This is an optimization exercise on Yosys and OpenROAD, whose aim is small area, a short achievable clock period and few clock cycles per item, not a production implementation. Where RTL was checked, it was by simulation tests only, not by an equivalence proof against the original.

Design sensor_activity_gesture_detector, start of the top module:
module sensor_activity_gesture_detector (
   input  wire logic              clock,
   input  wire logic              reset,
   input  wire logic              req_valid,
   output logic                   req_ready,
   input  wire logic [31:0]       req_sample_time,
   input  wire logic [15:0]       req_raw_sample,
   output logic                   rsp_valid,
   input  wire logic              rsp_ready,
   output logic [15:0]            rsp_level,
   output logic                   rsp_active,
   output logic [1:0]             rsp_gesture_code,
   output logic [15:0]            rsp_window_min,
   output logic [15:0]            rsp_window_max,
   input  wire logic              csr_psel,
   input  wire logic              csr_penable,
   input  wire logic              csr_pwrite,
   input  wire logic [sagd_pkg::ADDR_W-1:0] csr_paddr,
   input  wire logic [63:0]       csr_pwdata,
   output logic [63:0]            csr_prdata,
   output logic                   csr_pready
);
Size in the first run: roughly 6500 cells after synthesis, about 63000 sq um of cells after synthesis.
clock: 10.0 ns
lec_check: 0
cap_margin: 20
core_margin: 2
core_utilization: 40
slew_margin: 20
synth_hierarchical: 1
run.sh (not shown) runs the stock make flow with config.mk's settings and CLKGATE_MAP_FILE= SYNTH_SCRIPT=/design/flow/synth_recipe.tcl, a recipe that flattens the netlist after the stock synthesis.
Next try:
--- a/flow/config.mk
+++ b/flow/config.mk
@@ -6,7 +6,9 @@
 export NUM_CORES = 4
 export LEC_CHECK = 0
+export ABC_CLOCK_PERIOD_IN_PS = 5000
 export CAP_MARGIN = 20
 export CORE_MARGIN = 2
 export CORE_UTILIZATION = 40
+export SETUP_SLACK_MARGIN = 5
 export SLEW_MARGIN = 20
 export SYNTH_HIERARCHICAL = 1
The changed run ran to the end with no violations.
Worst setup slack gains 1.5 ns.
Global-route usage goes up by 1.6 points.
Register-to-register slack gains 1.5 ns.
Non-clock buffer count goes up by 324.
Core utilization goes up by 4.8 points.
Hold slack loses 0.0089 ns.
Die area stays the same.
No run of this note included a check of the RTL's function; only the layout flow was run.

* * *

build 88:
Another version of the RTL of sensor_activity_gesture_detector (not shown whole).
Size in the first run: ~6400 cells after synthesis, roughly 840 flip-flops, ~240 I/O pins, ~64000 µm² of cells after synthesis.
make LEC_CHECK=0 CAP_MARGIN=30 CORE_MARGIN=2 CORE_UTILIZATION=40 SETUP_SLACK_MARGIN=3.5 SLEW_MARGIN=20 SYNTH_HIERARCHICAL=1 finish   # period 10.0 ns
Looking at the reports, build 88 completed the entire flow and the layout it produced met the timing, DRC and antenna checks.
Testbench counts of build 88, summed over its fixed seeds: cycles 10,192, items 9,600.
Relative to build 88, the following input files were edited for build 93:
# build 88
export LEC_CHECK = 0
export CAP_MARGIN = 30
export CORE_MARGIN = 2
export CORE_UTILIZATION = 40
export SETUP_SLACK_MARGIN = 3.5
export SLEW_MARGIN = 20
export SYNTH_HIERARCHICAL = 1
create_clock -name core_clock -period 10.0 [get_ports {clock}]
# build 93
export LEC_CHECK = 0
export ABC_AREA = 1
export CAP_MARGIN = 30
export CORE_MARGIN = 2
export CORE_UTILIZATION = 40
export SETUP_SLACK_MARGIN = 5
export SLEW_MARGIN = 20
export SYNTH_HIERARCHICAL = 1
create_clock -name core_clock -period 10.0 [get_ports {clock}]
Findings:
Build 93 ends up with a final standard cell area without fillers that is about 11% higher than in build 88.
In terms of number of max-cap violations, build 88 and build 93 differ only marginally.
The relative slew slack number comes out lower for build 88 vs build 93.
Taking build 88 as 1.0, build 93 lands at 1.18 on fmax.
The clock skew of build 93 falls short of that of build 88 by 35 ps.
Build 93 against build 88: wire length rose 37 mm, fraction of area in multi-input gates fell 1.2 points, sequential element share of the synthesized area fell 1.4 points.
Summary: with build 88 as the reference, multi-input logic area in build 93 moved up by a little under 10%.
Input changes introduced in build 59 (baseline for comparison: build 93):
# build 93
export LEC_CHECK = 0
export ABC_AREA = 1
export CAP_MARGIN = 30
export CORE_MARGIN = 2
export CORE_UTILIZATION = 40
export SETUP_SLACK_MARGIN = 5
export SLEW_MARGIN = 20
export SYNTH_HIERARCHICAL = 1
create_clock -name core_clock -period 10.0 [get_ports {clock}]
# build 59
export LEC_CHECK = 0
export CAP_MARGIN = 30
export CORE_MARGIN = 2
export CORE_UTILIZATION = 55
export CTS_BUF_LIST = sky130_fd_sc_hd__clkbuf_4 sky130_fd_sc_hd__clkbuf_8
export SETUP_SLACK_MARGIN = 5
export SLEW_MARGIN = 20
export SYNTH_HIERARCHICAL = 1
create_clock -name core_clock -period 10.0 [get_ports {clock}]
==> comparison <==
Build 93: done, clean on timing, DRC and antenna. From the logs: build 59 reached the end of the flow and failed the layout checks with max-slew violations. Die area, build 93 and build 59: smaller value in build 59. In build 59, violation count after the first detailed-routing iteration is lower than in build 93. Build 93 → build 59: required time reported for the critical path endpoint went up, adder-cell share of the synthesized area went up, synthesis-to-finish area growth went up. Summary of the comparison: setup slack is lower in build 59, relative to build 93.

==> afterwards: timing with drivers on the ports <==
The flow's constraints put no driver on any port. The routed layouts listed below were extracted and timed again, unchanged, in two steps. Step 1, drivers: a clkbuf_16 drives clock and a buf_2 each remaining input, both assumed. Step 2 adds t to the input delays and takes it off the output delays; t is the mean of the earliest and latest rising clock arrival at the registers after step 1. Input paths then give back, and output paths get back, about the clock's delay inside the block. a / b / c = no drivers / after step 1 / after step 2; a / b = the first two.
run | shift t [ns] | slack for setup (ns) | worst setup path at the end | slew at the worst register clock pin (ns) | worst slew at a driven data input, ns
the first run of note 1 | 0.769 | 1.157 / 1.157 / 1.157 | register to register | 0.08 / 0.08 | 0.20
the second run of note 1 | 0.776 | 2.658 / 2.658 / 2.658 | register to register | 0.07 / 0.07 | 0.24
build 88 | 0.782 | 3.649 / 3.649 / 3.649 | register to register | 0.07 / 0.07 | 0.22
build 93 | 0.780 | 4.597 / 4.597 / 4.416 | input to register | 0.07 / 0.07 | 0.20
build 59 | 0.961 | 4.279 / 4.279 / 4.167 | input to register | 0.07 / 0.07 | 0.06
The setup slack of build 93, which loses most, moves by 0.000 ns with the drivers and by -0.181 ns with both steps.
